From an optimization exercise on the open Yosys and OpenROAD flow, aimed at small area, a short achievable clock period and few clock cycles; shortcuts taken in it are not production practice.
At most, simulation tests tie the RTL to the original design; equivalence was not proved.
Function not checked in runs 1 and 2: the RTL went through the layout flow alone.
Power and IR drop assume default switching activity.

===== flow/flow/run.sh =====
#!/bin/bash
set -euo pipefail
cd "$(dirname "$0")/.."
MARGIN=$(cat flow/margin.txt)
bash standard.sh SETUP_SLACK_MARGIN="$MARGIN" finish > flow_make.log 2>&1

===== flow/standard.sh =====
#!/bin/bash
# synth_recipe.tcl (not shown) runs the flow's synth.tcl, then flattens the netlist and writes it again
# the make line also repeats each setting of config.mk as NAME=value (left out here)
make -C /OpenROAD-flow-scripts/flow DESIGN_CONFIG=/design/flow/config.mk WORK_HOME=/design/flow/orfs CLKGATE_MAP_FILE= SYNTH_SCRIPT=/design/flow/synth_recipe.tcl "${@:-finish}"

===== flow/flow/margin.txt =====
8.2

===== flow/config.mk =====
export PLATFORM = sky130hd
export DESIGN_NAME = exec_unit
export DESIGN_NICKNAME = exec_unit
export VERILOG_FILES = /design/flow/design.v
export SDC_FILE = /design/flow/constraint.sdc
export NUM_CORES = 4
export LEC_CHECK = 0
export CAP_MARGIN = 20
export CORE_MARGIN = 2
export CORE_UTILIZATION = 30
export SLEW_MARGIN = 20

===== flow/design.v =====
`default_nettype none
package exec_pkg;
   localparam int XLEN   = 32;    
   localparam int REG_AW = 5;
   localparam int INS_W  = 16;
   localparam int FLAG_W = 4;
   localparam int OPC_LSB = 10;
   localparam int OPC_W   = 6;
   localparam int RD_LSB  = 5;    
   localparam int RS_LSB  = 0;    
   localparam int IMM_W   = 5;
   localparam int COND_W  = 4;
   localparam int FLAG_Z  = 0;
   localparam int FLAG_S  = 1;
   localparam int FLAG_OV = 2;
   localparam int FLAG_CY = 3;
   typedef enum logic [OPC_W-1:0] {
      OP_MOV_R = 6'b000000,
      OP_ADD_R = 6'b000001,
      OP_SUB_R = 6'b000010,
      OP_CMP_R = 6'b000011,
      OP_SHL_R = 6'b000100,
      OP_SHR_R = 6'b000101,
      OP_SAR_R = 6'b000111,
      OP_OR_R  = 6'b001100,
      OP_AND_R = 6'b001101,
      OP_XOR_R = 6'b001110,
      OP_NOT_R = 6'b001111,
      OP_MOV_I = 6'b010000,
      OP_ADD_I = 6'b010001,
      OP_SETF  = 6'b010010,
      OP_CMP_I = 6'b010011,
      OP_SHL_I = 6'b010100,
      OP_SHR_I = 6'b010101,
      OP_SAR_I = 6'b010111,
      OP_HALT  = 6'b011010
   } opcode_t;
   typedef enum logic [3:0] {
      ALU_MOV = 4'b0000,
      ALU_ADD = 4'b0001,
      ALU_SUB = 4'b0010,
      ALU_SHL = 4'b0100,
      ALU_SHR = 4'b0101,
      ALU_SAR = 4'b0111,
      ALU_OR  = 4'b1100,
      ALU_AND = 4'b1101,
      ALU_XOR = 4'b1110,
      ALU_NOT = 4'b1111
   } alu_op_t;
   typedef enum logic [1:0] {
      UPD_NONE  = 2'd0,
      UPD_ARITH = 2'd1,    
      UPD_LOGIC = 2'd2     
   } flag_upd_t;
   typedef enum logic [1:0] {
      ST_IDLE    = 2'd0,
      ST_EXECUTE = 2'd1,
      ST_COMMIT  = 2'd2,
      ST_HALTED  = 2'd3
   } ctrl_state_t;
endpackage
`default_nettype wire
`default_nettype none
module exec_regfile (
   input  wire                           CLK,
   input  wire  [exec_pkg::REG_AW-1:0]   rs_addr,
   input  wire  [exec_pkg::REG_AW-1:0]   rd_addr,
   output logic [exec_pkg::XLEN-1:0]     rs_data,
   output logic [exec_pkg::XLEN-1:0]     rd_data,
   input  wire                           wr_en,
   input  wire  [exec_pkg::REG_AW-1:0]   wr_addr,
   input  wire  [exec_pkg::XLEN-1:0]     wr_data
);
   logic [exec_pkg::XLEN-1:0] regs [1:(1 << exec_pkg::REG_AW)-1];
   always_comb begin
      rs_data = '0;
      rd_data = '0;
      for (int k = 1; k < (1 << exec_pkg::REG_AW); k++) begin
         rs_data = rs_data | ({exec_pkg::XLEN{rs_addr == k}} & regs[k]);
         rd_data = rd_data | ({exec_pkg::XLEN{rd_addr == k}} & regs[k]);
      end
   end
   always_ff @(posedge CLK) begin
      if (wr_en && wr_addr != '0) begin
         regs[wr_addr] <= wr_data;
      end
   end
endmodule
`default_nettype wire
`default_nettype none
module exec_decode (
   input  wire  [exec_pkg::INS_W-1:0]     ir,
   output logic [exec_pkg::REG_AW-1:0]    rs_addr,
   output logic [exec_pkg::REG_AW-1:0]    rd_addr,
   output logic [exec_pkg::IMM_W-1:0]     imm5,
   output logic                           use_imm,
   output logic                           imm_sext,
   output logic                           is_add,      
   output logic                           is_sub,
   output logic                           is_shift,
   output logic                           shl,
   output logic                           sar,
   output logic [3:0]                     tt,          
   output logic                           is_setf,
   output logic [exec_pkg::COND_W-1:0]    cond,
   output logic                           upd_arith,
   output logic                           upd_logic,
   output logic                           reg_write,
   output logic                           is_halt
);
   logic [exec_pkg::OPC_W-1:0] opc;
   assign opc     = ir[exec_pkg::OPC_LSB +: exec_pkg::OPC_W];
   assign rs_addr = ir[exec_pkg::RS_LSB +: exec_pkg::REG_AW];
   assign rd_addr = ir[exec_pkg::RD_LSB +: exec_pkg::REG_AW];
   assign imm5    = ir[exec_pkg::RS_LSB +: exec_pkg::IMM_W];
   assign cond    = ir[exec_pkg::RS_LSB +: exec_pkg::COND_W];
   always_comb begin
      use_imm   = 1'b0;
      imm_sext  = 1'b0;
      is_add    = 1'b0;
      is_sub    = 1'b0;
      is_shift  = 1'b0;
      shl       = 1'b0;
      sar       = 1'b0;
      tt        = 4'b0000;
      is_setf   = 1'b0;
      upd_arith = 1'b0;
      upd_logic = 1'b0;
      reg_write = 1'b0;
      is_halt   = 1'b0;
      case (opc)
         exec_pkg::OP_MOV_R: begin tt = 4'b1010; reg_write = 1'b1; end
         exec_pkg::OP_MOV_I: begin tt = 4'b1010; reg_write = 1'b1; use_imm = 1'b1; imm_sext = 1'b1; end
         exec_pkg::OP_ADD_R: begin is_add = 1'b1; upd_arith = 1'b1; reg_write = 1'b1; end
         exec_pkg::OP_ADD_I: begin is_add = 1'b1; upd_arith = 1'b1; reg_write = 1'b1;
                                   use_imm = 1'b1; imm_sext = 1'b1; end
         exec_pkg::OP_SUB_R: begin is_add = 1'b1; is_sub = 1'b1; upd_arith = 1'b1; reg_write = 1'b1; end
         exec_pkg::OP_CMP_R: begin is_add = 1'b1; is_sub = 1'b1; upd_arith = 1'b1; end
         exec_pkg::OP_CMP_I: begin is_add = 1'b1; is_sub = 1'b1; upd_arith = 1'b1;
                                   use_imm = 1'b1; imm_sext = 1'b1; end
         exec_pkg::OP_SHL_R, exec_pkg::OP_SHL_I: begin
            is_shift = 1'b1; shl = 1'b1; upd_logic = 1'b1; reg_write = 1'b1; use_imm = opc[4];
         end
         exec_pkg::OP_SHR_R, exec_pkg::OP_SHR_I: begin
            is_shift = 1'b1; upd_logic = 1'b1; reg_write = 1'b1; use_imm = opc[4];
         end
         exec_pkg::OP_SAR_R, exec_pkg::OP_SAR_I: begin
            is_shift = 1'b1; sar = 1'b1; upd_logic = 1'b1; reg_write = 1'b1; use_imm = opc[4];
         end
         exec_pkg::OP_OR_R:  begin tt = 4'b1110; upd_logic = 1'b1; reg_write = 1'b1; end
         exec_pkg::OP_AND_R: begin tt = 4'b1000; upd_logic = 1'b1; reg_write = 1'b1; end
         exec_pkg::OP_XOR_R: begin tt = 4'b0110; upd_logic = 1'b1; reg_write = 1'b1; end
         exec_pkg::OP_NOT_R: begin tt = 4'b0101; upd_logic = 1'b1; reg_write = 1'b1; end
         exec_pkg::OP_SETF:  begin is_setf = 1'b1; reg_write = 1'b1; end
         exec_pkg::OP_HALT:  is_halt = 1'b1;
         default: ;
      endcase
      if (rd_addr == '0) begin
         reg_write = 1'b0;
      end
   end
endmodule
`default_nettype wire
`default_nettype none
module exec_alu (
   input  wire  [exec_pkg::XLEN-1:0]      a,
   input  wire  [exec_pkg::XLEN-1:0]      b,
   input  wire                            is_add,
   input  wire                            is_sub,
   input  wire                            is_shift,
   input  wire                            shl,
   input  wire                            sar,
   input  wire  [3:0]                     tt,
   input  wire                            is_setf,
   input  wire                            cond_met,
   output logic [exec_pkg::XLEN-1:0]      result,
   output logic                           cy,
   output logic                           ov
);
   localparam int W = exec_pkg::XLEN;
   logic [W-1:0] bx, sum, sh_in, sh_out, sh_rev, bitw;
   logic         co, fill;
   logic [W:0]   sh_wide;
   assign bx        = b ^ {W{is_sub}};
   assign {co, sum} = {1'b0, a} + {1'b0, bx} + {{W{1'b0}}, is_sub};
   assign cy        = co ^ is_sub;
   assign ov        = (a[W-1] == bx[W-1]) && (sum[W-1] != a[W-1]);
   always_comb begin
      for (int i = 0; i < W; i++) sh_in[i] = shl ? a[W-1-i] : a[i];
   end
   assign fill   = sar & a[W-1];
   assign sh_wide = $signed({fill, sh_in}) >>> b[4:0];
   assign sh_out  = sh_wide[W-1:0];
   always_comb begin
      for (int i = 0; i < W; i++) sh_rev[i] = shl ? sh_out[W-1-i] : sh_out[i];
   end
   always_comb begin
      for (int i = 0; i < W; i++) bitw[i] = tt[{a[i], b[i]}];
   end
   always_comb begin
      result    = bitw | (is_add ? sum : '0) | (is_shift ? sh_rev : '0);
      result[0] = result[0] | (is_setf & cond_met);
   end
endmodule
`default_nettype wire
`default_nettype none
module exec_flags (
   input  wire                            CLK,
   input  wire                            arst_n,
   input  wire                            upd_arith,    
   input  wire                            upd_logic,    
   input  wire  [exec_pkg::XLEN-1:0]      result,
   input  wire                            cy,
   input  wire                            ov,
   input  wire  [exec_pkg::COND_W-1:0]    cond,
   output logic [exec_pkg::FLAG_W-1:0]    flags,
   output logic                           cond_met
);
   logic [exec_pkg::FLAG_W-1:0] flags_nxt;
   logic                        z, s, v, c, hit, rz;
   assign rz = (result == '0);
   always_comb begin
      flags_nxt = flags;
      if (upd_arith || upd_logic) begin
         flags_nxt[exec_pkg::FLAG_Z]  = rz;
         flags_nxt[exec_pkg::FLAG_S]  = result[exec_pkg::XLEN-1];
         flags_nxt[exec_pkg::FLAG_OV] = upd_arith & ov;
      end
      if (upd_arith) begin
         flags_nxt[exec_pkg::FLAG_CY] = cy;
      end
   end
   always_ff @(posedge CLK or negedge arst_n) begin
      if (!arst_n) begin
         flags <= '0;
      end else begin
         flags <= flags_nxt;
      end
   end
   assign z = flags_nxt[exec_pkg::FLAG_Z];
   assign s = flags_nxt[exec_pkg::FLAG_S];
   assign v = flags_nxt[exec_pkg::FLAG_OV];
   assign c = flags_nxt[exec_pkg::FLAG_CY];
   always_comb begin
      case (cond[2:0])
         3'd0:    hit = v;               
         3'd1:    hit = c;               
         3'd2:    hit = z;               
         3'd3:    hit = c | z;           
         3'd4:    hit = s;               
         3'd5:    hit = 1'b1;            
         3'd6:    hit = s ^ v;           
         default: hit = (s ^ v) | z;     
      endcase
      cond_met = hit ^ cond[3];    
   end
endmodule
`default_nettype wire
`default_nettype none
module exec_ctrl (
   input  wire   CLK,
   input  wire   arst_n,
   input  wire   ins_valid,
   input  wire   ins_halt,     
   input  wire   halt_done,    
   output logic  accept,
   output logic  busy,
   output logic  halted
);
   assign accept = ins_valid & ~busy;
   always_ff @(posedge CLK or negedge arst_n) begin
      if (!arst_n) begin
         busy   <= 1'b0;
         halted <= 1'b0;
      end else begin
         if (accept && ins_halt) busy <= 1'b1;
         if (halt_done) halted <= 1'b1;
      end
   end
endmodule
`default_nettype wire
`default_nettype none
module exec_unit (
   input  wire                           CLK,
   input  wire                           arst_n,
   input  wire                           ins_valid,
   input  wire  [exec_pkg::INS_W-1:0]    ins,
   output wire                           busy,
   output wire                           done,
   output wire                           halted,
   output wire                           wr_en,
   output wire  [exec_pkg::REG_AW-1:0]   wr_addr,
   output wire  [exec_pkg::XLEN-1:0]     wr_data,
   output wire  [exec_pkg::FLAG_W-1:0]   flags
);
   localparam int W  = exec_pkg::XLEN;
   localparam int AW = exec_pkg::REG_AW;
   wire                     accept;
   logic                    v_d;
   logic [exec_pkg::INS_W-1:0] ir_d;
   exec_ctrl u_ctrl (
      .CLK(CLK), .arst_n(arst_n), .ins_valid(ins_valid),
      .ins_halt(ins[exec_pkg::OPC_LSB +: exec_pkg::OPC_W] == exec_pkg::OP_HALT),
      .halt_done(halt_w), .accept(accept), .busy(busy), .halted(halted)
   );
   always_ff @(posedge CLK or negedge arst_n) begin
      if (!arst_n) v_d <= 1'b0;
      else         v_d <= accept;
   end
   always_ff @(posedge CLK) ir_d <= ins;
   wire [AW-1:0]               rs_d, rd_d;
   wire [exec_pkg::IMM_W-1:0]  imm5_d;
   wire [exec_pkg::COND_W-1:0] cond_d;
   wire [3:0]                  tt_d;
   wire                        use_imm_d, imm_sext_d, is_add_d, is_sub_d, is_shift_d, shl_d, sar_d;
   wire                        is_setf_d, upd_arith_d, upd_logic_d, reg_write_d, is_halt_d;
   wire [W-1:0]                rs_data, rd_data;
   logic [W-1:0]               a_r, b_r;
   exec_decode u_decode (
      .ir(ir_d), .rs_addr(rs_d), .rd_addr(rd_d), .imm5(imm5_d), .use_imm(use_imm_d),
      .imm_sext(imm_sext_d), .is_add(is_add_d), .is_sub(is_sub_d), .is_shift(is_shift_d),
      .shl(shl_d), .sar(sar_d), .tt(tt_d), .is_setf(is_setf_d), .cond(cond_d),
      .upd_arith(upd_arith_d), .upd_logic(upd_logic_d), .reg_write(reg_write_d),
      .is_halt(is_halt_d)
   );
   logic          done_w, wr_w, upd_arith_w, upd_logic_w, halt_w, cy_w, ov_w;
   logic [AW-1:0] rd_w;
   logic [W-1:0]  res_w;
   exec_regfile u_regfile (
      .CLK(CLK), .rs_addr(rs_d), .rd_addr(rd_d),
      .rs_data(rs_data), .rd_data(rd_data),
      .wr_en(wr_w), .wr_addr(rd_w), .wr_data(res_w)
   );
   assign a_r = (wr_w && rd_w == rd_d) ? res_w : rd_data;
   assign b_r = use_imm_d ? {{(W-exec_pkg::IMM_W){imm_sext_d & imm5_d[exec_pkg::IMM_W-1]}}, imm5_d}
              : (wr_w && rd_w == rs_d) ? res_w : rs_data;
   logic                        v_x, fwd_a_x, fwd_b_x;
   logic                        is_add_x, is_sub_x, is_shift_x, shl_x, sar_x, is_setf_x;
   logic                        upd_arith_x, upd_logic_x, reg_write_x, is_halt_x;
   logic [3:0]                  tt_x;
   logic [exec_pkg::COND_W-1:0] cond_x;
   logic [AW-1:0]               rd_x;
   logic [W-1:0]                a_x, b_x;
   always_ff @(posedge CLK or negedge arst_n) begin
      if (!arst_n) v_x <= 1'b0;
      else         v_x <= v_d;
   end
   always_ff @(posedge CLK) begin
      a_x         <= a_r;
      b_x         <= b_r;
      fwd_a_x     <= v_x && reg_write_x && rd_x == rd_d;
      fwd_b_x     <= v_x && reg_write_x && rd_x == rs_d && !use_imm_d;
      is_add_x    <= is_add_d;
      is_sub_x    <= is_sub_d;
      is_shift_x  <= is_shift_d;
      shl_x       <= shl_d;
      sar_x       <= sar_d;
      tt_x        <= tt_d;
      is_setf_x   <= is_setf_d;
      cond_x      <= cond_d;
      upd_arith_x <= upd_arith_d;
      upd_logic_x <= upd_logic_d;
      reg_write_x <= reg_write_d;
      is_halt_x   <= is_halt_d;
      rd_x        <= rd_d;
   end
   wire [W-1:0] op_a = fwd_a_x ? res_w : a_x;
   wire [W-1:0] op_b = fwd_b_x ? res_w : b_x;
   wire [W-1:0] result;
   wire         cy, ov, cond_met;
   exec_alu u_alu (
      .a(op_a), .b(op_b), .is_add(is_add_x), .is_sub(is_sub_x), .is_shift(is_shift_x),
      .shl(shl_x), .sar(sar_x), .tt(tt_x), .is_setf(is_setf_x), .cond_met(cond_met),
      .result(result), .cy(cy), .ov(ov)
   );
   always_ff @(posedge CLK or negedge arst_n) begin
      if (!arst_n) begin
         done_w      <= 1'b0;
         wr_w        <= 1'b0;
         upd_arith_w <= 1'b0;
         upd_logic_w <= 1'b0;
         halt_w      <= 1'b0;
      end else begin
         done_w      <= v_x;
         wr_w        <= v_x & reg_write_x;
         upd_arith_w <= v_x & upd_arith_x;
         upd_logic_w <= v_x & upd_logic_x;
         halt_w      <= v_x & is_halt_x;
      end
   end
   always_ff @(posedge CLK) begin
      res_w <= result;
      cy_w  <= cy;
      ov_w  <= ov;
      rd_w  <= rd_x;
   end
   exec_flags u_flags (
      .CLK(CLK), .arst_n(arst_n), .upd_arith(upd_arith_w), .upd_logic(upd_logic_w),
      .result(res_w), .cy(cy_w), .ov(ov_w), .cond(cond_x),
      .flags(flags), .cond_met(cond_met)
   );
   assign done    = done_w;
   assign wr_en   = wr_w;
   assign wr_addr = rd_w;
   assign wr_data = res_w;
endmodule
`default_nettype wire

===== flow/constraint.sdc =====
create_clock -name core_clock -period 12.0 [get_ports {CLK}]
set_input_delay 2.4000 -clock core_clock [delete_from_list [all_inputs] [get_ports {CLK}]]
set_output_delay 2.4000 -clock core_clock [all_outputs]
set_load 0.01 [all_outputs]

==> run notes, run 1 <==
- Antenna-violating nets left: 0
- Flop pwr share: between 40% and 50%
- CTS clock-pin slew for the worst setup and hold paths: 0.06 ns
- PortBufs: 63
- Initial DRC Count: 12300
- Async SR Flop Fraction: 1.13%
- Sw Share: 29.8%
- CP max-delay cell: nor2_4
- Fin nets: 4143
- Fmax: between 0.2 and 0.25 GHz
- Clock Path Buffers: 3
- Max Slew Vio Count: 0
- Max VDD drop: 0.136 mV
- DRC: 0
- Worst min path class: reg2reg
- Pre-antenna DRT Iters: 17
- Final worst path period need: 4.08 ns
- Synth Register Bits: between 1000 and 1500
- RSZ-0062 raised after global routing: yes
- Max cap viols: 0
- CP peak stage delay: just under 1 ns
- Power Total: roughly 0.011 W
- Arr. time, crit path: between 4 and 5 ns
- Internal Power: 0.00757 W
- Final setup viols: 0
- Final setup TNS: 0 ns
- Synth Cell Area: 0.0523 mm^2
- Critical path cell sequence: or3b_2, nor2_4, buf_4, a22oi_1, nand4_1, o22ai_1, a21oi_1
- Chip height: 421 um
- Syn-to-layout area delta: 20.9%
- Worst setup EP type: flop
- Post-synthesis cell type count: 78
- Period utilization: 34.0%
- Cts hold-fix bufs: 0
- H-tree depth: 3
- Num rows: 153
- Max FO, Critical Path: 18
- Die Footprint: 0.178 mm^2
- TritonCTS clock tree: done
- Tot GR Track Use: 29.0%
- Pwr/cell area: 171 mW/mm^2
- Avg Inst Size Synth: between 10 and 15 um^2
- Clock skew: 0.0553 ns
- Switch Pwr: 0.00321 W
- Wire per inst: 41.4 um
- Fraction of layout instances using a drive strength above 1: 19.1%
- Startpoint Class: flop
- DP HPWL: about 140000 um
- Slew Limit Headroom: between 10 and 15%
- Multi-input gate area: 0.0189 mm^2
- Critical Path RT: 12.65 ns
- Initial antenna violation count: 19
- Top FF cell, synth: edfxtp_1
- Sinks on Clock Net: 1148
- Share of power burned in the clock network: approximately a third
- WS Path Type: reg2reg
- Status: finished clean
- Pin count of the biggest net entering global routing: 64
- Clk latency of the worst-skew pair: around 0.8 ns
- Synth warnings: 6
- Die W: roughly 420 um
- Register area: 0.0331 mm^2
- Placed cells: 6167
- Gate power share: 21.6%
- Starting density of the core: between 30% and 40%
- Register area share after synthesis: 63.1%
- Wirelength, routed: 271000 um
- Post-synth EDFFs: 992
- Final Hold Viols: 0
- Cell count after synthesis: 3910
- Grt ovf: 0
- Via count: 46600
- Vias/cell: 7.12
- Core box area: 0.173 mm^2
- First-pass GRT wire length: 358000 um
- Non-filler cells, final: about 6500
- Boundary pin count: 64
- Leakage Power: around 21 nW
- Syn Nets: 3961
- Vias in the first global route: 42200
- Worst-Margin Slew: 1.29 ns
- GPL Wtd Cong: around 1
- Num CTS Buffers: around 120
- # fillers: ~17000
- CTS root buf: clkbuf_16
cell families after synthesis:
family	Yosys count	synth area share [%]
xor+xnor	80	1.34
simple gates	719	6.80
mux	206	4.83
fa+ha+maj	32	0.781
flops	1148	63.1
compound gates	1375	20.4
buf+inv	350	2.75
power groups by stage:
stage                     logic (W)  registers, W  clock network, W
after detailed placement    0.00163       0.00484                 0
after global routing        0.00237       0.00476           0.00383
after floorplan            0.000829       0.00493                 0
final                       0.00233       0.00476           0.00370
after global placement      0.00163       0.00484                 0
after CTS                   0.00216       0.00475           0.00368
synth_stat cells (21+ instances only):
master	instances	share of area (%)
edfxtp_1	992	57
a22oi_1	350	5.0
a221oi_1	287	4.8
a22o_1	274	4.6
clkbuf_1	258	1.9
nor2_1	197	1.4
mux2i_1	146	2.8
dfxtp_1	143	5.5
nand4_1	136	1.6
a21oi_1	127	1.2
nand2_1	116	0.83
nand3_1	91	0.87
o21ai_0	76	0.73
nor3_1	70	0.67
a222oi_1	66	1.3
xnor2_1	55	0.92
o21ai_1	42	0.40
inv_1	39	0.28
a211oi_1	35	0.50
ha_1	31	0.74
mux4_2	30	1.3
nor2b_1	27	0.32
xor2_1	25	0.42
buf_1	22	0.16
mux2_2	21	0.45
sequential cells by signal, summed over array words and instances, names as in the netlist, 4 cells and up:
name	flops
res_w	32
rd_w	5
cond_x	4
b_x	32
a_x	32
rd_x	5
ir_d	16
u_flags.flags	4
u_regfile.regs	992
tt_x	4
path summary, 6_finish.rpt:
kind / start / endpoint / slack, ns / cells past startpoint
max: ir_d[3] / b_x[2] / 7.92 / 7
max in group asynchronous: arst_n / wr_w / 9.58 / 1
min in group asynchronous: arst_n / u_flags.flags[3] / 2.01 / 1
min: v_d / v_x / 0.36 / 0
max reg2reg: ir_d[3] / b_x[2] / 7.92 / 7
min reg2reg: v_d / v_x / 0.36 / 0
per-layer routing:
layer	wire length (um)	part of all wire, %	up-vias	track usage [%]
met5	845	0.31	-	1.67
met4	24200	8.9	42	18.7
met3	53900	20	1721	17.8
met2	104000	38	5676	39.3
met1	87800	32	22400	33.8
li1	-	-	16700	-
worst max-delay path: cells and delay by family, from the launching register on:
family	cells	cell delay, ns
AO/OA/AOI/OAI	3	0.73
buffers and inverters	1	0.69
flip-flops	1	0.69
AND/OR/NAND/NOR	3	1.78
per-stage QoR:
stage / util, % / instance area (um^2) / hold WS, ns / setup WS (ns)
2_1_floorplan: - / 52300 / 0.326 / 8.22
3_3_place_gp: 32.6 / 56600 / 0.337 / 6.94
3_5_place_dp: 32.7 / 56600 / 0.337 / 6.93
4_1_cts: 36.2 / 62800 / 0.360 / 8.10
5_1_grt: 36.4 / 63100 / 0.373 / 8.15
6_report: 36.4 / 63200 / 0.358 / 7.92
cells in the final DEF, fill, tap and decap left out, types with 74 or more instances in the layout:
cell type	count
nand4_1	136
a221oi_1	285
a22o_1	274
nand3_1	89
mux2i_1	122
clkbuf_16	120
edfxtp_1	992
nor2_1	108
buf_4	238
dfxtp_1	102
a21oi_1	125
a22oi_1	350
nor2_4	88
o21ai_0	74
nand2_1	116
final cells by class:
cell class | count | area share, %
flip-flops and latches | 1148 | 52.4
multi-input cells | 2412 | 29.9
repair buffers | 371 | 6.69
clock buffers | 141 | 4.89
well taps | 2325 | 4.60
clock inverters | 79 | 1.14
inverters | 42 | 0.249
diodes | 21 | 0.0832
what timing repair did:
item,in CTS,in global routing
gates resized for setup,403,49
buffers inserted,90,8
setup endpoints to repair,80,46
gates cloned,31,1
pin swaps,9,7
==> run 2, diff against run 1 <==
==> flow/run.sh (new file) <==
#!/bin/bash
# synth_recipe.tcl (not shown) runs the flow's synth.tcl, then flattens the netlist and writes it again
# the make line also repeats each setting of config.mk as NAME=value (left out here)
make -C /OpenROAD-flow-scripts/flow DESIGN_CONFIG=/design/flow/config.mk WORK_HOME=/design/flow/orfs CLKGATE_MAP_FILE= SYNTH_SCRIPT=/design/flow/synth_recipe.tcl finish
--- a/flow/config.mk
+++ b/flow/config.mk
@@ -7,5 +7,7 @@
 export LEC_CHECK = 0
 export CAP_MARGIN = 20
 export CORE_MARGIN = 2
-export CORE_UTILIZATION = 30
+export CORE_UTILIZATION = 55
+export CTS_BUF_LIST = sky130_fd_sc_hd__clkbuf_8
+export CTS_CLUSTER_SIZE = 30
 export SLEW_MARGIN = 20
removed: flow/flow/run.sh
removed: flow/flow/margin.txt
removed: flow/standard.sh
==> run notes, run 2 <==
- Wire per inst: 46.6 um
- Most frequent cells in the layout: 992 x edfxtp_1, 350 x a22oi_1, 287 x a221oi_1, 274 x a22o_1, 195 x clkbuf_8
- Commonest non-fill, non-tap cell in the layout: edfxtp_1
- HP Start: v_d
- Clk latency of the worst-skew pair: approximately 0.9 ns
- DP HPWL: between 100000 and 150000 um
- Final setup TNS: 0 ns
- Die W: 312 um
- Hold Path Depth: 0
- Chip height: roughly 310 um
- Largest Register: u_regfile.regs
- Synth Register Bits: 1148
- Boundary pin count: 64
- R2r setup slk: roughly 7 ns
- Fmax: 0.198 GHz
- Cell count after synthesis: approximately 3900
- Critical Path RT: 12.75 ns
- Worst min path class: reg2reg
- Post-CTS setup buffer count: 0
- Via count: 46000
- H-tree depth: 4
- Synth cell count leaders: 992 x edfxtp_1, 350 x a22oi_1, 287 x a221oi_1
- Vias/cell: 8.45
- Fraction of layout instances using a drive strength above 1: around 14%
- CTS clock-pin slew for the worst setup and hold paths: 0.06 ns
- Post-synthesis cell type count: 78
- Reg-to-Reg Start: fwd_b_x
- R2r endpoint: cy_w
- DRC: 0
- Final Hold Viols: 0
- Max cap viols: 0
- Period utilization: ~42%
- Async SR Flop Fraction: 1.13%
- Area contributors post-synth: edfxtp_1 57%, dfxtp_1 5.5%, a22oi_1 5.0%
- Clock skew: 0.0435 ns
- GRT Max-Usage Layer: met2
- Core box area: 0.0946 mm^2
- Fin nets: 4059
- Starting density of the core: between 50 and 60%
- Syn-to-layout area delta: 12.7%
- Slew Limit Headroom: 9.81%
- Worst setup EP type: flop
- Hold endpoint: v_x
- Num rows: 113
- RSZ-0062 raised after global routing: no
- TritonCTS clock tree: done
- Met3 Use GR: 27.6%
- Met1 GRT Util: 61.3%
- Avg Inst Size Synth: about 13 um^2
- Crit path launch: fwd_b_x
- Initial antenna violation count: 20
- Yosys top cell area share: 57.0%
- Final setup viols: 0
- Post-synth EDFFs: 992
- Initial DRC Count: 12900
- Status: finished clean
- Num CTS Buffers: 181
- Sinks on Clock Net: 1148
- First-pass GRT wire length: between 300000 and 400000 um
- Non-filler cells, final: 5444
- Arr. time, crit path: 5.80 ns
- Placed cells: approximately 5000
- Top FF cell, synth: edfxtp_1
- GR Util met2: 68.7%
- GPL Wtd Cong: 0.997
- Clock Path Buffers: 3
- PortBufs: 63
- Most frequent cell after synthesis: edfxtp_1
- Max reg flops: 992
- Wirelength, routed: 254000 um
- Register area share after synthesis: 63.1%
- WS Path Type: reg2reg
- Pin count of the biggest net entering global routing: 69
- Max FO, Critical Path: 38
- # fillers: roughly 7200
- Vias in the first global route: around 43000
- Power Total: 0.00997 W
- Grt ovf: 0
- Cell taking the most area after synthesis: edfxtp_1
- Die Footprint: 0.0975 mm^2
- Worst-Margin Slew: between 1 and 1.5 ns
- Cts hold-fix bufs: 0
- Pre-antenna DRT Iters: 17
- Leakage Power: 19.6 nW
- Tot GR Track Use: 50.8%
- Antenna-violating nets left: 0
- Max VDD drop: ~0.12 mV
- Synth warnings: 6
- Post-CTS sizing: 0
- CTS root buf: clkbuf_8
- Final worst path period need: slightly above 5 ns
- Startpoint Class: flop
- Synth Cell Area: 0.0523 mm^2
- Max Slew Vio Count: 0
- Pwr/cell area: between 150 and 200 mW/mm^2
- Syn Nets: 3961
- R2R depth: 13
## run 2: cell types whose count changed in the layout (fill, tap and decap cells not counted), moves of 36 or more
cell	change
clkdlybuf4s50_1	+45
buf_4	-78
clkbuf_8	+192
clkbuf_16	-120
dfxtp_4	-36
inv_1	+59
## run 2: cells by family (layout without fill, tap and decap cells)
| group | Yosys count | count (layout) | synth area share (%) |
|---|---|---|---|
| other | 0 | 16 | 0 |
| and+or+nand+nor | 719 | 719 | 6.80 |
| xor gates and xnor gates | 80 | 80 | 1.34 |
| DFF | 1148 | 1148 | 63.1 |
| muxes | 206 | 206 | 4.83 |
| AOI/OAI and AO/OA | 1375 | 1375 | 20.4 |
| buffers and inverters | 350 | 603 | 2.75 |
| adders and majority gates | 32 | 32 | 0.781 |
## run 2: worst max-delay path by stage
stage | to | depth (start not counted)
5_1_grt | cy_w | 13
3_5_place_dp | cy_w | 13
6_report | cy_w | 13
3_3_place_gp | cy_w | 13
4_1_cts | wr_data[30] | 1
2_1_floorplan | u_regfile.regs[2][0] | 4
## run 2: power by group
| group | leakage, nW | internal, W | switching, W |
|---|---|---|---|
| Combinational | 7.06 | 0.000537 | 0.00119 |
| Sequential | 10.4 | 0.00465 | 0.000107 |
| Clock | 2.12 | 0.00185 | 0.00164 |
| Total | 19.6 | 0.00703 | 0.00294 |
## run 2: layer usage
metal  routed length, um  vias up
met5                 585        -
met4               25100       38
met3               49500     1867
met2               98900     5732
met1               79600    21800
li1                    -    16600
## run 2: worst max-delay path, cell delays in order, from the launching register on
cell and delay [ns]:
dfxtp_2 0.31, buf_4 0.61, mux2i_4 0.94, xnor2_1 0.14, ha_1 0.40, a211oi_1 0.26
nor2_1 0.10, o31ai_2 0.20, buf_4 0.20, o21ai_1 0.20, a221o_1 0.51, a31o_1 0.37
a41o_1 0.31, a311o_1 0.35
## run 2: final cells by class
class                      instances  area, um^2  area share (%)
antenna                           16        40.0          0.0680
tap                             1265        1580            2.69
multi-input combinational       2412       18600            31.6
sequential                      1148       33000            56.0
inverter                          42         158           0.268
clock buffer                     195        2680            4.56
clock inverter                   143        1030            1.75
timing repair buffer             223        1830            3.11
## run 2: per-stage QoR
stage / worst slack (ns) / utilization, % / hold slack, ns / instance area, um^2
floorplan: 7.53 / - / 0.326 / 52300
global placement: 7.02 / 58.3 / 0.335 / 55100
detailed placement: 7.02 / 58.3 / 0.342 / 55100
CTS: 6.76 / 62.2 / 0.354 / 58900
global route: 6.74 / 62.3 / 0.367 / 58900
finish: 6.95 / 62.3 / 0.352 / 58900
==> run 3, diff against run 2 <==
--- a/flow/design.v
+++ b/flow/design.v
@@ -72,14 +72,8 @@
    input  wire  [exec_pkg::XLEN-1:0]     wr_data
 );
    logic [exec_pkg::XLEN-1:0] regs [1:(1 << exec_pkg::REG_AW)-1];
-   always_comb begin
-      rs_data = '0;
-      rd_data = '0;
-      for (int k = 1; k < (1 << exec_pkg::REG_AW); k++) begin
-         rs_data = rs_data | ({exec_pkg::XLEN{rs_addr == k}} & regs[k]);
-         rd_data = rd_data | ({exec_pkg::XLEN{rd_addr == k}} & regs[k]);
-      end
-   end
+   assign rs_data = (rs_addr == '0) ? '0 : regs[rs_addr];
+   assign rd_data = (rd_addr == '0) ? '0 : regs[rd_addr];
    always_ff @(posedge CLK) begin
       if (wr_en && wr_addr != '0) begin
          regs[wr_addr] <= wr_data;
--- a/flow/config.mk
+++ b/flow/config.mk
@@ -7,7 +7,5 @@
 export LEC_CHECK = 0
 export CAP_MARGIN = 20
 export CORE_MARGIN = 2
-export CORE_UTILIZATION = 55
-export CTS_BUF_LIST = sky130_fd_sc_hd__clkbuf_8
-export CTS_CLUSTER_SIZE = 30
+export CORE_UTILIZATION = 30
 export SLEW_MARGIN = 20
==> run notes, run 3 <==
- Vias in the first global route: 37000
- Core box area: 0.195 mm^2
- Worst min path class: reg2reg
- TritonCTS clock tree: done
- Pin count of the biggest net entering global routing: 108
- Async SR Flop Fraction: under 10%
- Synth Cell Area: 0.0589 mm^2
- Final setup TNS: 0 ns
- Avg Inst Size Synth: 15.5 um^2
- Period utilization: 40.9%
- Synth warnings: 6
- Fmax: 0.204 GHz
- CTS clock-pin slew for the worst setup and hold paths: 0.06 ns
- Starting density of the core: 30.2%
- Chip height: roughly 450 um
- Initial antenna violation count: 3
- PortBufs: 63
- Gate power share: 16.5%
- Final setup viols: 0
- Most frequent cells in the layout: 992 x edfxtp_1, 536 x mux4_2, 265 x mux2i_1, 174 x a21oi_1, 169 x nand2_1
- Area contributors post-synth: edfxtp_1 51%, mux4_2 21%, dfxtp_1 4.9%
- Critical Path RT: 9.60 ns
- Cts hold-fix bufs: 0
- Slew Limit Headroom: 25.9%
- Max Slew Vio Count: 0
- Syn Nets: between 3000 and 4000
- Synth Register Bits: 1148
- Max VDD drop: 0.111 mV
- Sw Share: 28.2%
- Largest family of logic cells by synthesized area: multiplexers
- Internal Power: about 0.0075 W
- R2R depth: 11
- Wire per inst: 29.4 um
- Status: finished clean
- Xor and xnor area share after synthesis: 1.40%
- Arr. time, crit path: 2.51 ns
- Worst setup EP type: output port
- Power Total: around 0.010 W
- Antenna-violating nets left: 0
- Die Footprint: 0.200 mm^2
- Num CTS Buffers: 130
- Sinks on Clock Net: 1148
- First-pass GRT wire length: 273000 um
- Cell count after synthesis: 3805
- Multi-input gate area: 0.0247 mm^2
- DRC: 0
- Max cap viols: 0
- Worst-Margin Slew: roughly 1.1 ns
- Post-synthesis cell type count: 87
- Commonest non-fill, non-tap cell in the layout: edfxtp_1
- Synth cell count leaders: 992 x edfxtp_1, 536 x mux4_2, 267 x mux2i_1
- # fillers: 18600
- Adder-Cell Fraction of Synth Area: less than 1%
- Final worst path period need: 4.91 ns
- Synth Area in Compound Gates: 7.88%
- Final Hold Viols: 0
- Syn-to-layout area delta: 14.0%
- Hold Path Depth: 0
- R2r setup slk: ~7.3 ns
- Via count: 37700
- CTS root buf: clkbuf_16
- Clk latency of the worst-skew pair: 0.80 ns
- Max FO, Critical Path: 37
- WS Path Type: reg2out
- RSZ-0062 raised after global routing: no
- Post-synth EDFFs: 992
- Leakage Power: 21.5 nW
- Fraction of layout instances using a drive strength above 1: 25.6%
- Die W: ~450 um
- Num rows: 162
- Startpoint Class: flop
- Share of power burned in the clock network: 38.6%
- Pre-antenna DRT Iters: 6
- Cell taking the most area after synthesis: edfxtp_1
- GPL Wtd Cong: 0.928
- Post-CTS sizing: 0
- H-tree depth: 4
- Fin nets: 3854
- Wirelength, routed: approximately 190000 um
- Grt ovf: 0
- Clock skew: 0.0501 ns
- Register area share after synthesis: between 50% and 60%
- Switch Pwr: 0.00294 W
- Clock Path Buffers: 3
- Flop pwr share: 44.9%
- Tot GR Track Use: 18.9%
- Largest Register: u_regfile.regs
- Post-CTS setup buffer count: 0
- Yosys top cell area share: 50.6%
- Most frequent cell after synthesis: edfxtp_1
- Boundary pin count: 64
- Top FF cell, synth: edfxtp_1
- Mux share of post-synthesis cell area: 26.2%
- DP HPWL: 111000 um
- Max reg flops: between 900 and 1000
- Simple-Gate Fraction of Synth Area: 5.22%
- Pwr/cell area: 156 mW/mm^2
- Initial DRC Count: 4966
- Vias/cell: between 5 and 6
- Register area: 0.0330 mm^2
run 3: worst paths after layout:
check	start	to
min in group asynchronous	arst_n	wr_w
hold / removal	v_d	v_x
setup reg to reg	fwd_b_x	ov_w
setup / recovery	res_w[11]	wr_data[11]
hold reg to reg	v_d	v_x
max in group asynchronous	arst_n	u_flags.flags[1]
run 3: stage by stage:
step	util [%]	cell area, um^2	setup slack, ns	hold WS [ns]	cells
finish	34.4	67100	7.09	0.357	6538
CTS	34.4	67100	7.05	0.358	6535
floorplan	-	58900	7.60	0.326	3805
global route	34.4	67100	7.00	0.366	6536
detailed placement	32.2	62700	7.39	0.349	6294
global placement	32.1	62700	7.41	0.337	6294
run 3: area by class of cell:
| class | instances | area share, % |
|---|---|---|
| clock buffer | 164 | 5.23 |
| timing repair buffer | 187 | 2.41 |
| antenna | 2 | 0.00746 |
| inverter | 33 | 0.185 |
| tap | 2624 | 4.89 |
| sequential | 1148 | 49.2 |
| multi-input combinational | 2303 | 36.8 |
| clock inverter | 77 | 1.29 |
run 3: power by group through the flow:
| stage | clock network (W) | registers (W) | logic [W] |
|---|---|---|---|
| 6_report | 0.00404 | 0.00469 | 0.00173 |
| 5_1_grt | 0.00424 | 0.00469 | 0.00185 |
| 4_1_cts | 0.00410 | 0.00469 | 0.00171 |
| 3_5_place_dp | 0 | 0.00477 | 0.00170 |
| 3_3_place_gp | 0 | 0.00477 | 0.00169 |
| 2_1_floorplan | 0 | 0.00481 | 0.00104 |
run 3: logic make-up after synthesis:
| logic type | after synthesis |
|---|---|
| muxes | 861 |
| xor gates and xnor gates | 94 |
| adders and majority gates | 32 |
| DFF | 1148 |
| buffers and inverters | 354 |
| AOI/OAI and AO/OA | 679 |
| and+or+nand+nor | 637 |
run 3: layer usage:
layer / vias up / wire length [um] / global-route usage [%]
met3: 348 / 18000 / 4.00
met1: 19900 / 78300 / 25.9
met2: 1955 / 89300 / 29.8
met5: - / 0 / 0
li1: 15600 / - / -
met4: 0 / 6470 / 6.60
run 3: worst max-delay path, cell delays in order, from the launching register on:
cell             delay, ns
dfxtp_1               0.52
buf_4                 0.43
clkdlybuf4s50_1       0.77
Testbench counts of run 3, summed over its fixed seeds: cycles 24,024.
==> run 4, diff against run 3 <==
--- a/flow/design.v
+++ b/flow/design.v
@@ -63,8 +63,8 @@
 `default_nettype none
 module exec_regfile (
    input  wire                           CLK,
-   input  wire  [exec_pkg::REG_AW-1:0]   rs_addr,
-   input  wire  [exec_pkg::REG_AW-1:0]   rd_addr,
+   input  wire  [(1 << exec_pkg::REG_AW)-1:0] rs_sel,
+   input  wire  [(1 << exec_pkg::REG_AW)-1:0] rd_sel,
    output logic [exec_pkg::XLEN-1:0]     rs_data,
    output logic [exec_pkg::XLEN-1:0]     rd_data,
    input  wire                           wr_en,
@@ -72,8 +72,14 @@
    input  wire  [exec_pkg::XLEN-1:0]     wr_data
 );
    logic [exec_pkg::XLEN-1:0] regs [1:(1 << exec_pkg::REG_AW)-1];
-   assign rs_data = (rs_addr == '0) ? '0 : regs[rs_addr];
-   assign rd_data = (rd_addr == '0) ? '0 : regs[rd_addr];
+   always_comb begin
+      rs_data = '0;
+      rd_data = '0;
+      for (int k = 1; k < (1 << exec_pkg::REG_AW); k++) begin
+         rs_data = rs_data | ({exec_pkg::XLEN{rs_sel[k]}} & regs[k]);
+         rd_data = rd_data | ({exec_pkg::XLEN{rd_sel[k]}} & regs[k]);
+      end
+   end
    always_ff @(posedge CLK) begin
       if (wr_en && wr_addr != '0) begin
          regs[wr_addr] <= wr_data;
@@ -301,7 +307,14 @@
       if (!arst_n) v_d <= 1'b0;
       else         v_d <= accept;
    end
-   always_ff @(posedge CLK) ir_d <= ins;
+   logic [(1 << AW)-1:0] rs_sel_d, rd_sel_d;
+   always_ff @(posedge CLK) begin
+      ir_d <= ins;
+      for (int k = 0; k < (1 << AW); k++) begin
+         rs_sel_d[k] <= (ins[exec_pkg::RS_LSB +: AW] == k);
+         rd_sel_d[k] <= (ins[exec_pkg::RD_LSB +: AW] == k);
+      end
+   end
    wire [AW-1:0]               rs_d, rd_d;
    wire [exec_pkg::IMM_W-1:0]  imm5_d;
    wire [exec_pkg::COND_W-1:0] cond_d;
@@ -321,7 +334,7 @@
    logic [AW-1:0] rd_w;
    logic [W-1:0]  res_w;
    exec_regfile u_regfile (
-      .CLK(CLK), .rs_addr(rs_d), .rd_addr(rd_d),
+      .CLK(CLK), .rs_sel(rs_sel_d), .rd_sel(rd_sel_d),
       .rs_data(rs_data), .rd_data(rd_data),
       .wr_en(wr_w), .wr_addr(rd_w), .wr_data(res_w)
    );
==> flow/flow/run.sh (new file) <==
#!/bin/bash
set -euo pipefail
cd "$(dirname "$0")/.."
MARGIN=$(cat flow/margin.txt)
bash standard.sh SETUP_SLACK_MARGIN="$MARGIN" finish > flow_make.log 2>&1
==> flow/flow/margin.txt (new file) <==
8.2
==> flow/standard.sh (new file) <==
#!/bin/bash
# synth_recipe.tcl (not shown) runs the flow's synth.tcl, then flattens the netlist and writes it again
# the make line also repeats each setting of config.mk as NAME=value (left out here)
make -C /OpenROAD-flow-scripts/flow DESIGN_CONFIG=/design/flow/config.mk WORK_HOME=/design/flow/orfs CLKGATE_MAP_FILE= SYNTH_SCRIPT=/design/flow/synth_recipe.tcl "${@:-finish}"
removed: flow/run.sh
==> run notes, run 4 <==
- Syn-to-layout area delta: 19.0%
- R2r setup slk: 8.28 ns
- Critical Path RT: 9.60 ns
- Largest Register: u_regfile.regs
- R2r endpoint: cy_w
- Final setup TNS: 0 ns
- Synth cell count leaders: 992 x edfxtp_1, 465 x a22oi_1, 229 x a221oi_1
- Clock skew: 0.0470 ns
- Pwr/cell area: 173 mW/mm^2
- Boundary pin count: 64
- First-pass GRT wire length: 370000 um
- Worst setup EP type: output port
- Die Footprint: around 0.18 mm^2
- DP HPWL: 137000 um
- DRC: 0
- Arr. time, crit path: 1.46 ns
- Met1 GRT Util: 35.1%
- Worst-Margin Slew: about 1.2 ns
- Cts hold-fix bufs: 0
- Pin count of the biggest net entering global routing: 65
- Sinks on Clock Net: 1210
- Worst Hold Slack: ~0.35 ns
- Synth Cell Area: between 0.05 and 0.06 mm^2
- Register area share after synthesis: a little under two thirds
- Syn Nets: 4049
- WS Path Type: reg2out
- Worst setup slack after layout: about 8 ns
- Fmax: 0.259 GHz
- CTS root buf: clkbuf_16
- Final Hold Viols: 0
- Final worst path period need: 3.86 ns
- Clock Path Buffers: 3
- Avg Inst Size Synth: around 13 um^2
- GR Util met2: 39.9%
- GPL Wtd Cong: about 0.94
- Max reg flops: 992
- Status: finished clean
- Num rows: between 150 and 200
- Tot GR Track Use: between 20% and 30%
- CTS clock-pin slew for the worst setup and hold paths: approximately 0.08 ns
- H-tree depth: 3
- Register area: between 0.03 and 0.04 mm^2
- Initial DRC Count: 11700
- Multi-input gate area: around 0.018 mm^2
- Fin nets: 4206
- Post-Place Setup Slack: ~7.6 ns
- Leakage Power: approximately 21 nW
- Clk latency of the worst-skew pair: 0.79 ns
- Wire per inst: 42.3 um
- Hold endpoint: v_x
- Chip height: around 430 um
- Cell taking the most area after synthesis: edfxtp_1
- Commonest non-fill, non-tap cell in the layout: edfxtp_1
- PortBufs: 63
- Max FO, Critical Path: 8
- Core box area: 0.177 mm^2
- Worst min path class: reg2reg
- Pre-antenna DRT Iters: 11
- Post-synth EDFFs: 992
- Die W: between 400 and 500 um
- Synth warnings: 6
- Startpoint Class: flop
- Met3 Use GR: between 10% and 20%
- TritonCTS clock tree: done
- Initial antenna violation count: 25
- Post-synthesis cell type count: 79
- Reg-to-Reg Start: res_w[14]
- Grt ovf: 0
- Hold Path Depth: 0
- Area contributors post-synth: edfxtp_1 56%, dfxtp_1 7.7%, a22oi_1 6.5%
- Vias/cell: 7.13
- HP Start: v_d
- Slew Limit Headroom: between 10% and 20%
- Final setup viols: 0
- Most frequent cells in the layout: 992 x edfxtp_1, 465 x a22oi_1, 229 x a221oi_1, 218 x a22o_1, 200 x nor2_1
- GRT Max-Usage Layer: met2
- Fraction of layout instances using a drive strength above 1: ~18%
- Max Slew Vio Count: 0
- Period utilization: 32.1%
- Max VDD drop: 0.150 mV
- Top FF cell, synth: edfxtp_1
- Vias in the first global route: approximately 43000
- Wirelength, routed: ~280000 um
- Cell count after synthesis: approximately 4000
- Starting density of the core: 30.3%
- RSZ-0062 raised after global routing: yes
- Yosys top cell area share: between 50% and 60%
- Via count: 47200
- Async SR Flop Fraction: under 10%
- # fillers: around 17000
- Most frequent cell after synthesis: edfxtp_1
- Num CTS Buffers: 120
- R2R depth: 15
- Max cap viols: 0
- Synth Register Bits: between 1000 and 1500
- Antenna-violating nets left: 0
## run 4: what timing repair did
item                       CTS  global route
resized for setup          376            25
setup endpoints to repair   69            31
gates cloned                32             3
buffers inserted            74             8
pin swaps                    0             3
## run 4: stage by stage
step	util [%]	instance area [um^2]	cells	total power, W
6_report	36.0	63700	6615	0.0110
5_1_grt	36.0	63600	6603	0.0112
4_1_cts	35.9	63400	6589	0.0108
3_5_place_dp	32.5	57400	6256	0.00663
3_3_place_gp	32.5	57400	6256	0.00663
2_1_floorplan	-	53500	3998	0.00591
## run 4: layout make-up
class	count	share of cell area (%)
Timing Repair Buffer	326	6.01
Inverter	42	0.248
Multi-Input combinational cell	2455	28.8
Tap cell	2340	4.60
Antenna cell	15	0.0590
Clock inverter	68	1.00
Clock buffer	159	5.15
Sequential cell	1210	54.1
## run 4: how the worst max path moves through the flow
| stage | start | end | cells past startpoint |
|---|---|---|---|
| final | res_w[0] | wr_data[0] | 2 |
| after global routing | is_sub_x | cy_w | 14 |
| after CTS | res_w[0] | wr_data[0] | 2 |
| after detailed placement | fwd_b_x | cy_w | 13 |
| after global placement | fwd_b_x | cy_w | 13 |
| after floorplan | res_w[4] | res_w[28] | 13 |
## run 4: power by group
group / leakage, nW / total [W] / internal [W] / switching [W]
registers: 11.0 / 0.00495 / 0.00483 / 0.000116
clock network: 1.90 / 0.00384 / 0.00215 / 0.00169
logic: 8.12 / 0.00224 / 0.000837 / 0.00140
total: 21.0 / 0.0110 / 0.00782 / 0.00321
## run 4: per-layer routing
layer | up-vias | share of wire [%]
met3 | 1670 | 20
met5 | - | 0.14
li1 | 16900 | -
met1 | 22600 | 32
met4 | 30 | 9.3
met2 | 5884 | 39
## run 4: cells by family after synthesis
family / Yosys count / synth area share, %
AO/OA/AOI/OAI: 1366 / 19.5
flip-flops: 1210 / 64.0
AND/OR/NAND/NOR: 774 / 7.24
buffers and inverters: 334 / 2.49
multiplexers: 209 / 4.81
XOR/XNOR: 73 / 1.20
adder cells (fa/ha/maj): 32 / 0.763
## run 4: worst max-delay path: stages (launching register included)
cell,delay [ns]
dfxtp_4,0.36
buf_12,0.14
buf_8,0.15
Testbench counts of run 4, summed over its fixed seeds: cycles 24,024.
==> run 5, diff against run 4 <==
==> flow/flow/run.sh (replaced) <==
#!/bin/bash
set -euo pipefail
cd "$(dirname "$0")/.."
args=()
while IFS= read -r line; do
  [[ -z "$line" || "$line" == \#* ]] && continue
  args+=("$line")
done < flow/knobs.txt
bash standard.sh "${args[@]}" finish > flow_make.log 2>&1
==> flow/flow/knobs.txt (new file) <==
SETUP_SLACK_MARGIN=8.4
CTS_ARGS=-sink_clustering_enable -repair_clock_nets -dont_use_dummy_load
removed: flow/flow/margin.txt
==> run notes, run 5 <==
- Core box area: about 0.18 mm^2
- Via count: between 40000 and 50000
- Clk latency of the worst-skew pair: 0.74 ns
- Max FO, Critical Path: 2
- Die Footprint: 0.182 mm^2
- Num CTS Buffers: 120
- Initial DRC Count: 12000
- Critical path cell sequence: buf_12, buf_8
- Post-synthesis cell type count: 79
- Most frequent cells in the layout: 992 x edfxtp_1, 465 x a22oi_1, 229 x a221oi_1, 218 x a22o_1, 208 x buf_4
- Max VDD drop: 0.121 mV
- R2r endpoint: b_x[20]
- Final worst path period need: 3.82 ns
- Max Slew Vio Count: 0
- CP top delay family: flip-flops
- Pwr/cell area: 165 mW/mm^2
- Largest Register: u_regfile.regs
- Worst-Margin Slew: about 1.3 ns
- First-pass GRT wire length: 367000 um
- Synth cell count leaders: 992 x edfxtp_1, 465 x a22oi_1, 229 x a221oi_1
- WS Path Type: reg2out
- Worst setup EP type: output port
- Avg Inst Size Synth: around 13 um^2
- DRC: 0
- Sinks on Clock Net: 1210
- Grt ovf: 0
- Max reg flops: 992
- CP max-delay cell: dfxtp_4
- Clock skew: ~0.069 ns
- Max cap viols: 0
- Final setup TNS: 0 ns
- Slew Limit Headroom: 11.6%
- Most frequent cell after synthesis: edfxtp_1
- PortBufs: 63
- CTS root buf: clkbuf_16
- RSZ-0062 raised after global routing: yes
- Fraction of layout instances using a drive strength above 1: 18.0%
- Async SR Flop Fraction: 1.07%
- Cell taking the most area after synthesis: edfxtp_1
- Final setup viols: 0
- GPL Wtd Cong: 0.978
- Mux share of post-synthesis cell area: around 4.8%
- Period utilization: 31.8%
- Synth Register Bits: 1210
- Clock Path Buffers: 3
- Hold endpoint: v_x
- Xor and xnor area share after synthesis: 1.20%
- Post-Place Setup Slack: 7.15 ns
- Commonest non-fill, non-tap cell in the layout: edfxtp_1
- Reg-to-Reg Start: rd_w[2]
- Vias/cell: 7.22
- H-tree depth: 3
- Leakage Power: 20.6 nW
- Die W: 426 um
- Pre-antenna DRT Iters: 14
- Register area share after synthesis: 64.0%
- Pin count of the biggest net entering global routing: 50
- Arr. time, crit path: 1.42 ns
- Tot GR Track Use: 29.3%
- Synth Cell Area: 0.0535 mm^2
- Syn Nets: 4049
- Startpoint Class: flop
- Starting density of the core: 30.3%
- R2r setup slk: 8.31 ns
- Largest family of logic cells by synthesized area: compound AO/OA/AOI/OAI gates
- Worst setup slack after layout: ~8.2 ns
- Top FF cell, synth: edfxtp_1
- Simple-Gate Fraction of Synth Area: under 10%
- Boundary pin count: between 60 and 70
- Syn-to-layout area delta: 18.0%
- Yosys top cell area share: a little under three fifths
- Critical Path RT: 9.60 ns
- Fmax: 0.262 GHz
- Worst min path class: reg2reg
- Hold Path Depth: 0
- Wire per inst: 42.8 um
- Worst path buffer plus inverter count: 2
- Synth Area in Compound Gates: 19.5%
- Power Total: ~0.010 W
- Num rows: about 150
- Area contributors post-synth: edfxtp_1 56%, dfxtp_1 7.7%, a22oi_1 6.5%
- Adder-Cell Fraction of Synth Area: 0.763%
- Chip height: about 430 um
- Fin nets: around 4200
- CTS clock-pin slew for the worst setup and hold paths: roughly 0.060 ns
- Final Hold Viols: 0
- R2R depth: 7
- # fillers: 16800
- Status: finished clean
- Antenna-violating nets left: 0
- Vias in the first global route: 42900
- HP Start: v_d
- CP peak stage delay: 0.43 ns
- DP HPWL: roughly 140000 um
- Synth warnings: 6
- Wirelength, routed: 279000 um
- Cell count after synthesis: 3998
- Post-synth EDFFs: 992
- TritonCTS clock tree: done
- Initial antenna violation count: 22
==> run 5: worst reg2reg max path, cell delays in order, from the launching register on <==
cell     delay, ns
dfxtp_4       0.38
buf_4         0.25
xor2_1        0.14
nor4_4        0.61
nand3_4       0.58
buf_4         0.58
o21ai_0       0.80
o21ai_0       0.15
==> run 5: metal layers <==
| layer | global-route usage (%) | part of all wire (%) |
|---|---|---|
| met1 | 35.5 | 33 |
| met4 | 18.9 | 8.8 |
| met5 | 1.56 | 0.28 |
| met3 | 15.9 | 19 |
| met2 | 39.6 | 38 |
==> run 5: worst max-delay path by stage <==
stage | startpoint | depth (start not counted) | end
5_1_grt | res_w[5] | 2 | wr_data[5]
2_1_floorplan | res_w[3] | 13 | res_w[28]
3_3_place_gp | fwd_b_x | 14 | cy_w
4_1_cts | res_w[5] | 2 | wr_data[5]
3_5_place_dp | fwd_b_x | 14 | cy_w
6_report | res_w[5] | 2 | wr_data[5]
==> run 5: timing repair <==
item,4_1_cts,5_1_grt
gates resized for setup,421,92
endpoints found under the setup margin,83,70
cloned,25,5
setup buffers,77,23
pin swaps,0,14
hold buffers,0,0
==> run 5: logic make-up after synthesis <==
logic type	Yosys count
adder cells (fa/ha/maj)	32
AO/OA/AOI/OAI	1366
flip-flops	1210
XOR/XNOR	73
multiplexers	209
buffers and inverters	334
AND/OR/NAND/NOR	774
==> run 5: cell type report <==
class,count,area (um^2),share of cell area (%)
multi-input combinational,2457,18700,29.6
antenna,19,47.5,0.0753
tap,2340,2930,4.64
sequential,1210,34400,54.6
clock buffer,120,3000,4.76
timing repair buffer,336,3830,6.07
inverter,42,158,0.250
==> run 5: report_power, final <==
group          internal (W)  total, W  switching (W)
Clock               0.00173   0.00327        0.00154
Sequential          0.00484   0.00496       0.000126
Combinational      0.000821   0.00221        0.00139
==> run 5: metrics by stage <==
stage	hold slack (ns)	util (%)	area, um^2	instances
floorplan	0.331	-	53500	3998
global placement	0.338	32.5	57400	6255
detailed placement	0.338	32.5	57400	6255
CTS	0.350	35.3	62400	6477
global route	0.356	35.7	63100	6507
finish	0.349	35.7	63100	6524
==> run 6, diff against run 5 <==
--- a/flow/design.v
+++ b/flow/design.v
@@ -395,6 +395,10 @@
          halt_w      <= v_x & is_halt_x;
       end
    end
+   logic [W-1:0] wr_data_w;
+   always_ff @(posedge CLK) begin
+      if (v_x && reg_write_x) wr_data_w <= result;
+   end
    always_ff @(posedge CLK) begin
       res_w <= result;
       cy_w  <= cy;
@@ -409,6 +413,6 @@
    assign done    = done_w;
    assign wr_en   = wr_w;
    assign wr_addr = rd_w;
-   assign wr_data = res_w;
+   assign wr_data = wr_data_w;
 endmodule
 `default_nettype wire
==> flow/flow/knobs.txt (replaced) <==
SETUP_SLACK_MARGIN=8.5
CTS_ARGS=-sink_clustering_enable -repair_clock_nets -dont_use_dummy_load
==> run notes, run 6 <==
- Status: finished clean
- CP peak stage delay: approximately 0.50 ns
- Num CTS Buffers: 131
- Final setup viols: 0
- Final worst path period need: around 3.8 ns
- Cell taking the most area after synthesis: edfxtp_1
- Cell count after synthesis: 3986
- Post-synthesis cell type count: 79
- Sw Share: 28.1%
- Critical path cell sequence: buf_2
- Tot GR Track Use: 27.2%
- Register area: 0.0353 mm^2
- Power Total: between 0.01 and 0.015 W
- Num rows: 156
- DP HPWL: roughly 140000 um
- Placed cell area: 0.0583 mm^2
- Area contributors post-synth: edfxtp_1 57%, dfxtp_1 7.6%, a22oi_1 6.1%
- Initial antenna violation count: 9
- TritonCTS clock tree: done
- Max FO, Critical Path: 1
- Final setup TNS: 0 ns
- CP max-delay cell: edfxtp_1
- Synth Register Bits: about 1200
- Core box area: 0.180 mm^2
- Wire per inst: 40.5 um
- Leakage Power: 20.7 nW
- Worst min path class: reg2reg
- Share of power burned in the clock network: 33.1%
- CP top delay family: flip-flops
- Syn Nets: around 4000
- Commonest non-fill, non-tap cell in the layout: edfxtp_1
- Syn-to-layout area delta: 17.2%
- Vias/cell: 7.01
- Cell area after layout: 0.0637 mm^2
- Vias in the first global route: 42100
- Arr. time, crit path: ~1.5 ns
- Die Footprint: roughly 0.18 mm^2
- CTS clock-pin slew for the worst setup and hold paths: 0.06 ns
- Max cap viols: 0
- Fin nets: 4189
- Post-synth EDFFs: 1024
- Top FF cell, synth: edfxtp_1
- GPL Wtd Cong: 0.956
- Final Hold Viols: 0
- Chip height: roughly 430 um
- Boundary pin count: 64
- Yosys top cell area share: 56.6%
- Register area share after synthesis: 64.8%
- Post-Route Utilization: 35.3%
- PortBufs: 63
- # fillers: 17200
- Max reg flops: 992
- Internal Power: 0.00756 W
- Clock Path Buffers: 3
- Clk latency of the worst-skew pair: 0.79 ns
- Die W: around 430 um
- WS Path Type: reg2out
- Pin count of the biggest net entering global routing: 41
- Most frequent cells in the layout: 1024 x edfxtp_1, 437 x a22oi_1, 238 x a221oi_1, 231 x a22o_1, 210 x nor2_1
- Clock skew: ~0.063 ns
- Gate power share: between 15 and 20%
- Fraction of layout instances using a drive strength above 1: 19.0%
- Period utilization: between 30% and 40%
- Startpoint Class: flop
- H-tree depth: 4
- Largest Register: u_regfile.regs
- Multi-input gate area: 0.0192 mm^2
- Max VDD drop: ~0.14 mV
- Worst-Margin Slew: 1.36 ns
- Avg Inst Size Synth: 13.6 um^2
- DRC: 0
- Slew Limit Headroom: 8.62%
- Switch Pwr: 0.00295 W
- Fmax: 0.260 GHz
- Synth Cell Area: 0.0543 mm^2
- Sinks on Clock Net: 1242
- Pre-antenna DRT Iters: 13
- Pwr/cell area: 165 mW/mm^2
- First-pass GRT wire length: 350000 um
- Flop pwr share: 49.3%
- Synth cell count leaders: 1024 x edfxtp_1, 438 x a22oi_1, 241 x a221oi_1
- CTS root buf: clkbuf_16
- Worst setup EP type: output port
- Via count: about 46000
- Async SR Flop Fraction: between 1 and 1.5%
- Most frequent cell after synthesis: edfxtp_1
- Antenna-violating nets left: 0
- Critical Path RT: 9.60 ns
- Grt ovf: 0
- Max Slew Vio Count: 0
- Worst path buffer plus inverter count: 1
- Synth warnings: 6
- RSZ-0062 raised after global routing: yes
- Starting density of the core: between 30 and 40%
- Initial DRC Count: 11300
- Wirelength, routed: 263000 um
## run 6: cell count changes after synthesis, sizes merged, moves of 12 or more
cell / before / now
nand3: 116 / 98
o211ai: 21 / 5
a221oi: 230 / 244
a22oi: 465 / 438
a22o: 218 / 231
nand2: 109 / 95
nor2: 226 / 238
edfxtp: 992 / 1024
## run 6: cell type report
class | count | area share, %
flip-flops and latches | 1242 | 55.5
multi-input cells | 2420 | 30.1
clock buffers | 131 | 5.15
well taps | 2370 | 4.66
repair buffers | 311 | 4.35
inverters | 32 | 0.189
diodes | 3 | 0.0118
## run 6: layer usage
metal | wire, um | vias to the layer above | global-route usage [%] | part of all wire [%]
li1 | - | 16800 | - | -
met1 | 85100 | 22100 | 32.4 | 32
met2 | 108000 | 5215 | 39.3 | 41
met3 | 46500 | 1478 | 12.0 | 18
met4 | 23800 | 10 | 18.9 | 9.0
met5 | 172 | - | 0.989 | 0.065
## run 6: cells by family after synthesis
group / after synthesis / share of synthesized area [%]
AOI/OAI and AO/OA: 1339 / 19.1
DFF: 1242 / 64.8
and+or+nand+nor: 754 / 6.96
buffers and inverters: 327 / 2.38
muxes: 213 / 4.78
xor gates and xnor gates: 79 / 1.27
adders and majority gates: 32 / 0.751
## run 6: power groups by stage
stage	clock network, W	logic [W]	registers [W]
global route	0.00363	0.00191	0.00518
CTS	0.00347	0.00163	0.00516
global placement	0	0.00148	0.00524
floorplan	0	0.000825	0.00527
detailed placement	0	0.00148	0.00525
finish	0.00348	0.00185	0.00518
## run 6: timing repair
item                       in CTS  in global routing
resized for setup             318                117
hold buffers                    0                  0
gates cloned                    8                  2
pin swaps                      23                 41
setup endpoints to repair     119                 91
buffers inserted               53                 43
## run 6: through the flow
stage                     cells  worst slack [ns]  hold slack (ns)
after floorplan            3986              8.14            0.331
after global placement     6269              6.86            0.340
after detailed placement   6269              6.91            0.345
after CTS                  6461              8.10            0.343
after global routing       6506              8.13            0.360
final                      6509              8.15            0.335
## run 6: worst paths after layout
path / depth (start not counted) / slack [ns] / start / end
worst max-delay path: 1 / 8.15 / wr_data_w[29] / wr_data[29]
worst min-delay path: 0 / 0.34 / v_d / v_x
worst max register to register: 14 / 8.20 / res_w[5] / wr_data_w[30]
worst min register to register: 0 / 0.34 / v_d / v_x
max in group asynchronous: 1 / 9.40 / arst_n / wr_w
min in group asynchronous: 1 / 2.08 / arst_n / done_w
Testbench counts of run 6, summed over its fixed seeds: cycles 24,024.

==> separate check: timing with driven ports <==
Ports are ideal in the flow. The routed layouts listed here were re-timed in OpenROAD. Step 1 assumes that a clkbuf_16 drives the clock port and a buf_2 every other input. Step 2 also shifts input and output timing later by t, the mid clock arrival at the registers, as if the neighbouring blocks saw the same clock. Slacks: ideal ports / drivers / drivers and shift; pairs: ideal ports / drivers.
run	shift t [ns]	slack for setup (ns)	worst setup path after step 2	pins driven straight from the clock port
run 1	0.853	7.923 / 7.923 / 7.923	register to register	1
run 2	0.954	6.954 / 6.954 / 6.954	register to register	1
run 3	0.863	7.090 / 6.999 / 7.304	register to register	1
run 4	0.847	8.145 / 8.060 / 8.089	input to register	1
run 5	0.784	8.179 / 8.100 / 8.118	input to register	1
run 6	0.844	8.152 / 8.064 / 8.052	input to register	1
After both steps setup and hold are still met in every run listed. For run 6, which loses most, drivers alone change the setup slack by -0.088 ns; drivers and shift together by -0.100 ns.
